Context: an optimization exercise on an open-source flow, tuned for small area and few clock cycles. The choices shown serve that exercise and are no tape-out recipe. In this exercise RTL edits were held to simulation tests only and were not proved equivalent to the original. Power figures rest on the tool's default switching activity, not on a simulated workload.

## lagoon
## outlier_hold_moving_average_core
module outlier_hold_moving_average_core (
    input  logic                           aclk,
    input  logic                           aresetn,
    input  logic                           s_valid,
    output logic                           s_ready,
    input  logic [ohma_pkg::SAMPLE_W-1:0]  s_distance_sample,
    output logic                           m_valid,
    input  logic                           m_ready,
    output logic [ohma_pkg::SAMPLE_W-1:0]  m_average_distance,
    output logic                           m_sample_rejected,
    input  logic                           cfg_valid,
    output logic                           cfg_ready,
    input  logic [ohma_pkg::SAMPLE_W-1:0]  cfg_data
);
    localparam int W = ohma_pkg::SAMPLE_W;
    localparam int N = ohma_pkg::WINDOW;
    logic [W-1:0]                  limit_reg;
    logic [ohma_pkg::SUM_W-1:0]    sum_reg;
    logic [ohma_pkg::CNT_W-1:0]    cnt_reg;
    logic                          rejected_reg;
    logic                          m_valid_reg;
  ...
export LEC_CHECK = 0
export CAP_MARGIN = 20
export CORE_MARGIN = 2
export CORE_UTILIZATION = 40
export CTS_BUF_LIST = sky130_fd_sc_hd__clkbuf_8
export CTS_CLUSTER_DIAMETER = 60
export CTS_CLUSTER_SIZE = 20
export GPL_TIMING_DRIVEN = 0
export SLEW_MARGIN = 20
create_clock -name core_clock -period 6.0 [get_ports {aclk}]
standard.sh (not shown) runs the stock make flow with config.mk's settings and CLKGATE_MAP_FILE= SYNTH_SCRIPT=/design/flow/synth_recipe.tcl, a recipe that flattens the netlist after the stock synthesis.
==> flow/flow/run.sh <==
#!/bin/bash
# Layout flow: the standard flow (standard.sh, unchanged synthesis and steps) with two
# settings passed to ORFS through the environment:
#  - port buffers use the smallest buffer (buf_1) instead of the delay buffer ORFS picks;
#    every input and output port still gets its own buffer;
#  - clock tree synthesis with clkbuf_8 buffers, clusters of up to 20 sinks within 60 um,
#    and no dummy loads (unconnected inverters CTS adds only to balance the tree).
# Each tool's output goes to ORFS's own step logs under orfs/logs; make's output goes to
# flow_make.log here.
set -euo pipefail
cd "$(dirname "$0")/.."
export BUFFER_PORTS_ARGS="-buffer_cell sky130_fd_sc_hd__buf_1"
export CTS_ARGS="-sink_clustering_enable -repair_clock_nets -sink_clustering_size 20 -sink_clustering_max_diameter 60 -buf_list sky130_fd_sc_hd__clkbuf_8 -dont_use_dummy_load"
bash standard.sh > flow_make.log 2>&1
lagoon closes out successfully: all stages finished, all timing, DRC and antenna checks passed.
Testbench counts of lagoon, summed over its fixed seeds: cycles 24,008.
### lagoon -> nickel
Settings: GPL_TIMING_DRIVEN: 0 -> unset.
### Flow results
The register area share after synthesis of lagoon and that of nickel are within noise of each other.
The sum of internal, switching and leakage power in nickel was higher than what lagoon gave.
In terms of per-cell via count in the routed design, lagoon and nickel differ only marginally.
Between lagoon and nickel, the fmax does not differ in any meaningful way.
Compared with lagoon, nickel degrades worst setup slack after layout.

* * *

Another version of the RTL of outlier_hold_moving_average_core (not shown whole).
For scale: roughly 1100 cells after synthesis, roughly 520 flip-flops, roughly 0.020 mm² of cells after synthesis.
==> flow/config.mk <==
export PLATFORM = sky130hd
export DESIGN_NAME = outlier_hold_moving_average_core
export DESIGN_NICKNAME = outlier_hold_moving_average_core
export VERILOG_FILES = /design/flow/design.v
export SDC_FILE = /design/flow/constraint.sdc
export NUM_CORES = 4
export LEC_CHECK = 0
export CAP_MARGIN = 20
export CORE_MARGIN = 2
export CORE_UTILIZATION = 40
export CTS_BUF_LIST = sky130_fd_sc_hd__clkbuf_8
export CTS_CLUSTER_DIAMETER = 60
export CTS_CLUSTER_SIZE = 20
export SLEW_MARGIN = 20
==> flow/constraint.sdc <==
create_clock -name core_clock -period 6.0 [get_ports {aclk}]
set_input_delay 1.2000 -clock core_clock [delete_from_list [all_inputs] [get_ports {aclk}]]
set_output_delay 1.2000 -clock core_clock [all_outputs]
set_load 0.01 [all_outputs]
==> flow/flow/run.sh <==
#!/bin/bash
# Layout flow: the standard flow (standard.sh, unchanged synthesis and steps) with two
# settings passed to ORFS through the environment:
#  - port buffers use the smallest buffer (buf_1) instead of the delay buffer ORFS picks;
#    every input and output port still gets its own buffer;
#  - clock tree synthesis with clkbuf_8 buffers, clusters of up to 20 sinks within 60 um,
#    and no dummy loads (unconnected inverters CTS adds only to balance the tree).
# Each tool's output goes to ORFS's own step logs under orfs/logs; make's output goes to
# flow_make.log here.
set -euo pipefail
cd "$(dirname "$0")/.."
export BUFFER_PORTS_ARGS="-buffer_cell sky130_fd_sc_hd__buf_1"
export CTS_ARGS="-sink_clustering_enable -repair_clock_nets -sink_clustering_size 16 -sink_clustering_max_diameter 50 -buf_list {sky130_fd_sc_hd__clkbuf_4 sky130_fd_sc_hd__clkbuf_8} -dont_use_dummy_load"
bash standard.sh > flow_make.log 2>&1
The first run completed without violations.
Testbench counts at the start, summed over its fixed seeds: cycles 24,008.
Next try:
--- a/flow/flow/run.sh
+++ b/flow/flow/run.sh
@@ -11,4 +11,4 @@
 cd "$(dirname "$0")/.."
 export BUFFER_PORTS_ARGS="-buffer_cell sky130_fd_sc_hd__buf_1"
-export CTS_ARGS="-sink_clustering_enable -repair_clock_nets -sink_clustering_size 16 -sink_clustering_max_diameter 50 -buf_list {sky130_fd_sc_hd__clkbuf_4 sky130_fd_sc_hd__clkbuf_8} -dont_use_dummy_load"
+export CTS_ARGS="-sink_clustering_enable -repair_clock_nets -sink_clustering_size 30 -sink_clustering_max_diameter 70 -buf_list {sky130_fd_sc_hd__clkbuf_8 sky130_fd_sc_hd__clkbuf_16} -dont_use_dummy_load"
 bash standard.sh > flow_make.log 2>&1
Outcome:
- The new run finished with timing, DRC and antenna clean
- cell count went down by 0.94%
- setup slack gets better by 0.0070 ns
- synthesized area is unchanged
- cell area came out higher by 0.31%
- power went up by 1.4%
- clock power rises by about 8%
- maximum frequency hardly moves
- utilization came out higher by 0.14 points

* * *

## willow
Another version of the RTL of outlier_hold_moving_average_core (not shown whole).
Size in the first run: about 540 flip-flops, roughly 57 I/O pins, about 0.021 mm2 of cells after synthesis.
==> flow/config.mk <==
export PLATFORM = sky130hd
export DESIGN_NAME = outlier_hold_moving_average_core
export DESIGN_NICKNAME = outlier_hold_moving_average_core
export VERILOG_FILES = /design/flow/design.v
export SDC_FILE = /design/flow/constraint.sdc
export NUM_CORES = 4
export LEC_CHECK = 0
export CAP_MARGIN = 20
export CORE_MARGIN = 2
export CORE_UTILIZATION = 60
export CTS_BUF_LIST = sky130_fd_sc_hd__clkbuf_8
export CTS_CLUSTER_DIAMETER = 60
export CTS_CLUSTER_SIZE = 20
export SLEW_MARGIN = 20
==> flow/constraint.sdc <==
create_clock -name core_clock -period 6.0 [get_ports {aclk}]
set_input_delay 1.2000 -clock core_clock [delete_from_list [all_inputs] [get_ports {aclk}]]
set_output_delay 1.2000 -clock core_clock [all_outputs]
set_load 0.01 [all_outputs]
==> flow/flow/run.sh <==
#!/bin/bash
# Layout flow: the standard flow (standard.sh, unchanged synthesis and steps) with two
# settings passed to ORFS through the environment:
#  - port buffers use the smallest buffer (buf_1) instead of the delay buffer ORFS picks;
#    every input and output port still gets its own buffer;
#  - clock tree synthesis with clkbuf_8 buffers, clusters of up to 20 sinks within 60 um,
#    and no dummy loads (unconnected inverters CTS adds only to balance the tree).
# Each tool's output goes to ORFS's own step logs under orfs/logs; make's output goes to
# flow_make.log here.
set -euo pipefail
cd "$(dirname "$0")/.."
export BUFFER_PORTS_ARGS="-buffer_cell sky130_fd_sc_hd__buf_1"
export CTS_ARGS="-sink_clustering_enable -repair_clock_nets -sink_clustering_size 20 -sink_clustering_max_diameter 60 -buf_list sky130_fd_sc_hd__clkbuf_8 -dont_use_dummy_load"
bash standard.sh > flow_make.log 2>&1
Testbench counts of willow, summed over its fixed seeds: cycles 24,016.
The following lists how sierra was set up differently from willow:
Settings: swapping 60 for 70 in CORE_UTILIZATION.
==> run notes <==
sierra | status: complete | timing, DRC, antenna: pass
sierra vs. willow: maximum fanout along the worst path picked up an extra 5; wire length after detailed routing up 3.6%; final area shrank by 0.43%; via count +2.8%.
Reported for sierra and willow, number of I/O port buffers turned out identical to the last digit.
Worst-case vdd ir drop delta for sierra relative to willow: 5.2% higher
sierra vs willow, fmax went up by 4.4 MHz.
The following lists how xenon was set up differently from sierra:
Settings: CORE_UTILIZATION: 70 -> 40.
==> run notes <==
Delta (xenon minus sierra): number of CTS-inserted buffers has increased; sequential cell area share has decreased; standard cell area after detailed placement has increased. Against sierra, clock-buffer cell count in xenon rose by a few percent. Side by side, per-cell routed wire length turned out lower in xenon than in sierra. sierra has lower delay of the slowest critical-path stage than xenon. sierra → xenon: detailed-routed wire length on met2 has decreased, final non-filler cell area grew by 420 um2, cell total after placement grew by about 18%.

* * *

## wip/indigo
Another version of the RTL of outlier_hold_moving_average_core (not shown whole).
Size: ~57 I/O pins, about 0.022 mm² of cells after synthesis.
==> flow/config.mk <==
export PLATFORM = sky130hd
export DESIGN_NAME = outlier_hold_moving_average_core
export DESIGN_NICKNAME = outlier_hold_moving_average_core
export VERILOG_FILES = /design/flow/design.v
export SDC_FILE = /design/flow/constraint.sdc
export NUM_CORES = 4
export LEC_CHECK = 0
export CAP_MARGIN = 20
export CORE_MARGIN = 2
export CORE_UTILIZATION = 40
export CTS_BUF_LIST = sky130_fd_sc_hd__clkbuf_8
export SLEW_MARGIN = 20
==> flow/constraint.sdc <==
create_clock -name core_clock -period 6.0 [get_ports {aclk}]
set_input_delay 1.2000 -clock core_clock [delete_from_list [all_inputs] [get_ports {aclk}]]
set_output_delay 1.2000 -clock core_clock [all_outputs]
set_load 0.01 [all_outputs]
run.sh (not shown) runs the stock make flow with config.mk's settings and CLKGATE_MAP_FILE= SYNTH_SCRIPT=/design/flow/synth_recipe.tcl, a recipe that flattens the netlist after the stock synthesis.
Stock flow here: none of the scripts above is used.
Testbench counts of wip/indigo, summed over its fixed seeds: cycles 24,016.
Modified inputs, wip/nickel compared to wip/indigo
# wip/indigo
export LEC_CHECK = 0
export CAP_MARGIN = 20
export CORE_MARGIN = 2
export CORE_UTILIZATION = 40
export CTS_BUF_LIST = sky130_fd_sc_hd__clkbuf_8
export SLEW_MARGIN = 20
create_clock -name core_clock -period 6.0 [get_ports {aclk}]
# wip/nickel
export LEC_CHECK = 0
export CAP_MARGIN = 20
export CORE_MARGIN = 2
export CORE_UTILIZATION = 40
export SLEW_MARGIN = 20
create_clock -name core_clock -period 6.0 [get_ports {aclk}]
[summary]
Comparing wip/nickel against wip/indigo, there is no change at all in synthesized cell count. | static power due to leakage | higher: wip/indigo |. Summary of the comparison: global-route usage is lower in wip/nickel, relative to wip/indigo. On number of clock buffers in the layout, the higher figure sits with wip/indigo, not wip/nickel. Against wip/indigo, wip/nickel comes in 2.8 points higher on part of the total power dissipated in the clock network. Routed length per instance of wip/nickel exceeds that of wip/indigo slightly. STATUS shortest clock period the worst path allows after layout: wip/nickel wins against wip/indigo. Cell area | wip/nickel vs wip/indigo | wip/nickel larger. From wip/indigo to wip/nickel the numbers moved as follows: setup slack grew by 18 ps, portion of the clock cycle consumed by the worst path in the final layout shrank by 0.30 points, critical path depth grew by 4.5%.
## Diff of input files: wip/yarrow against wip/nickel
# wip/nickel
export LEC_CHECK = 0
export CAP_MARGIN = 20
export CORE_MARGIN = 2
export CORE_UTILIZATION = 40
export SLEW_MARGIN = 20
create_clock -name core_clock -period 6.0 [get_ports {aclk}]
# wip/yarrow
export LEC_CHECK = 0
export CAP_MARGIN = 20
export CORE_MARGIN = 2
export CORE_UTILIZATION = 40
export CTS_BUF_LIST = sky130_fd_sc_hd__clkbuf_16
export CTS_CLUSTER_DIAMETER = 80
export CTS_CLUSTER_SIZE = 30
export SLEW_MARGIN = 20
create_clock -name core_clock -period 6.0 [get_ports {aclk}]
Findings:
- Looking at worst slack on hold paths across wip/nickel and wip/yarrow, the one that comes out lower is wip/nickel.
- Cell area (wip/yarrow over wip/nickel): decrease, about 3%
- wip/yarrow vs wip/nickel — power dropped by a little under 10%
- Summary of the comparison: minimum period implied by the final worst setup slack is lower in wip/yarrow, relative to wip/nickel.
- wip/yarrow against wip/nickel: clock-buffer cell count decreased about 56%, clock network power share decreased 7.3 points, multi-input gate share of the layout cell area increased 0.70 points.
### wip/yarrow -> wip/maple
# wip/yarrow
export LEC_CHECK = 0
export CAP_MARGIN = 20
export CORE_MARGIN = 2
export CORE_UTILIZATION = 40
export CTS_BUF_LIST = sky130_fd_sc_hd__clkbuf_16
export CTS_CLUSTER_DIAMETER = 80
export CTS_CLUSTER_SIZE = 30
export SLEW_MARGIN = 20
create_clock -name core_clock -period 6.0 [get_ports {aclk}]
# wip/maple
export LEC_CHECK = 0
export CAP_MARGIN = 20
export CORE_MARGIN = 2
export CORE_UTILIZATION = 40
export CTS_BUF_LIST = sky130_fd_sc_hd__clkbuf_8
export CTS_CLUSTER_DIAMETER = 60
export CTS_CLUSTER_SIZE = 20
export SLEW_MARGIN = 20
create_clock -name core_clock -period 6.0 [get_ports {aclk}]
Results
- On maximum frequency, wip/yarrow tracks wip/maple almost exactly.
- Relative to wip/yarrow, the proportion of cell area spent on the clock network of wip/maple is lower by 0.82 points.
- The worst slew slack as a fraction of its limit in wip/maple sits 0.98 points below the value recorded for wip/yarrow.

* * *

outlier_hold_moving_average_core with an RTL version that a note above also has.
For scale: roughly 1100 cells after synthesis, ~520 flip-flops, about 57 I/O pins, about 20000 sq um of cells after synthesis.
==> flow/design.v (excerpt) <==
module outlier_hold_moving_average_core (
    input  logic                           aclk,
    input  logic                           aresetn,
    input  logic                           s_valid,
    output logic                           s_ready,
    input  logic [ohma_pkg::SAMPLE_W-1:0]  s_distance_sample,
    output logic                           m_valid,
    input  logic                           m_ready,
    output logic [ohma_pkg::SAMPLE_W-1:0]  m_average_distance,
    output logic                           m_sample_rejected,
    input  logic                           cfg_valid,
    output logic                           cfg_ready,
    input  logic [ohma_pkg::SAMPLE_W-1:0]  cfg_data
);
==> flow/config.mk <==
export PLATFORM = sky130hd
export DESIGN_NAME = outlier_hold_moving_average_core
export DESIGN_NICKNAME = outlier_hold_moving_average_core
export VERILOG_FILES = /design/flow/design.v
export SDC_FILE = /design/flow/constraint.sdc
export NUM_CORES = 4
export LEC_CHECK = 0
export CAP_MARGIN = 20
export CORE_MARGIN = 2
export CORE_UTILIZATION = 40
export CTS_BUF_LIST = sky130_fd_sc_hd__clkbuf_8
export CTS_CLUSTER_DIAMETER = 60
export CTS_CLUSTER_SIZE = 20
export SLEW_MARGIN = 20
==> flow/constraint.sdc <==
create_clock -name core_clock -period 6.0 [get_ports {aclk}]
set_input_delay 1.2000 -clock core_clock [delete_from_list [all_inputs] [get_ports {aclk}]]
set_output_delay 1.2000 -clock core_clock [all_outputs]
set_load 0.01 [all_outputs]
standard.sh (not shown) runs the stock make flow with config.mk's settings and CLKGATE_MAP_FILE= SYNTH_SCRIPT=/design/flow/synth_recipe.tcl, a recipe that flattens the netlist after the stock synthesis.
==> flow/flow/run.sh <==
#!/bin/bash
# Layout flow: the standard flow (standard.sh, unchanged synthesis and steps) with two
# settings passed to ORFS through the environment:
#  - port buffers use the smallest buffer (buf_1) instead of the delay buffer ORFS picks;
#    every input and output port still gets its own buffer;
#  - clock tree synthesis with clkbuf_8 buffers, clusters of up to 20 sinks within 60 um,
#    and no dummy loads (unconnected inverters CTS adds only to balance the tree).
# Each tool's output goes to ORFS's own step logs under orfs/logs; make's output goes to
# flow_make.log here.
set -euo pipefail
cd "$(dirname "$0")/.."
export BUFFER_PORTS_ARGS="-buffer_cell sky130_fd_sc_hd__buf_1"
export CTS_ARGS="-sink_clustering_enable -repair_clock_nets -sink_clustering_size 22 -sink_clustering_max_diameter 50 -buf_list sky130_fd_sc_hd__clkbuf_8 -dont_use_dummy_load"
bash standard.sh > flow_make.log 2>&1
Testbench counts at the start, summed over its fixed seeds: cycles 24,008.
Edit:
--- a/flow/flow/run.sh
+++ b/flow/flow/run.sh
@@ -12,3 +12,3 @@
 export BUFFER_PORTS_ARGS="-buffer_cell sky130_fd_sc_hd__buf_1"
-export CTS_ARGS="-sink_clustering_enable -repair_clock_nets -sink_clustering_size 22 -sink_clustering_max_diameter 50 -buf_list sky130_fd_sc_hd__clkbuf_8 -dont_use_dummy_load"
+export CTS_ARGS="-sink_clustering_enable -repair_clock_nets -sink_clustering_size 20 -sink_clustering_max_diameter 60 -buf_list sky130_fd_sc_hd__clkbuf_8 -dont_use_dummy_load"
 bash standard.sh > flow_make.log 2>&1
Effect:
- The new run ran to the end with no violations
- clock skew came out higher by 0.030 ns
- synthesized area is unchanged
- die area stays the same
- utilization came out lower by 0.11 points
- clock power came out lower by a few percent
- final cell count is about the same
- sequential share of layout area came out higher by 0.18 points
- total power came out lower slightly
- non-clock buffer count stays the same

[port drivers added, routing unchanged]
Ports are ideal in the flow. The routed layouts listed here were re-timed in OpenROAD. Step 1, drivers: a clkbuf_16 drives aclk and a buf_2 each remaining input, both assumed. Step 2 times the ports against the registers' clock, not the clock port: input delays grow and output delays shrink by t, the midpoint of the rising clock arrivals with the driver on. Slacks: no drivers / after step 1 / after step 2; pairs: no drivers / after step 1.
run | t (ns) | setup slack, ns | worst setup path at the end | slew at the worst register clock pin (ns) | worst data-port slew with drivers (ns)
lagoon | 0.585 | 0.230 / 0.183 / -0.226 | input to register | 0.12 / 0.12 | 0.10
nickel | 0.619 | 0.216 / 0.173 / -0.094 | input to register | 0.12 / 0.12 | 0.07
the first run of note 2 | 0.625 | 0.257 / 0.209 / 0.080 | input to register | 0.10 / 0.10 | 0.05
the second run of note 2 | 0.608 | 0.264 / 0.213 / 0.083 | input to register | 0.11 / 0.11 | 0.05
willow | 0.611 | 0.606 / 0.637 / 0.026 | input to register | 0.12 / 0.12 | 0.05
sierra | 0.593 | 0.732 / 0.757 / 0.165 | input to register | 0.11 / 0.11 | 0.04
xenon | 0.639 | 0.821 / 0.846 / 0.207 | input to register | 0.12 / 0.12 | 0.05
wip/indigo | 0.714 | 0.191 / 0.221 / -0.493 | input to register | 0.07 / 0.07 | 0.12
wip/nickel | 0.651 | 0.209 / 0.241 / -0.410 | input to register | 0.07 / 0.07 | 0.12
wip/yarrow | 0.651 | 0.214 / 0.245 / -0.405 | input to register | 0.11 / 0.11 | 0.12
wip/maple | 0.667 | 0.208 / 0.236 / -0.432 | input to register | 0.12 / 0.12 | 0.12
the first run of note 5 | 0.635 | 0.254 / 0.204 / 0.079 | input to register | 0.12 / 0.12 | 0.05
the second run of note 5 | 0.614 | 0.253 / 0.201 / 0.054 | input to register | 0.12 / 0.12 | 0.05
With both steps, setup timing fails in 6 of these runs, where it was met with ideal ports. For wip/indigo, which loses most, drivers alone change the setup slack by +0.030 ns; drivers and shift together by -0.684 ns.
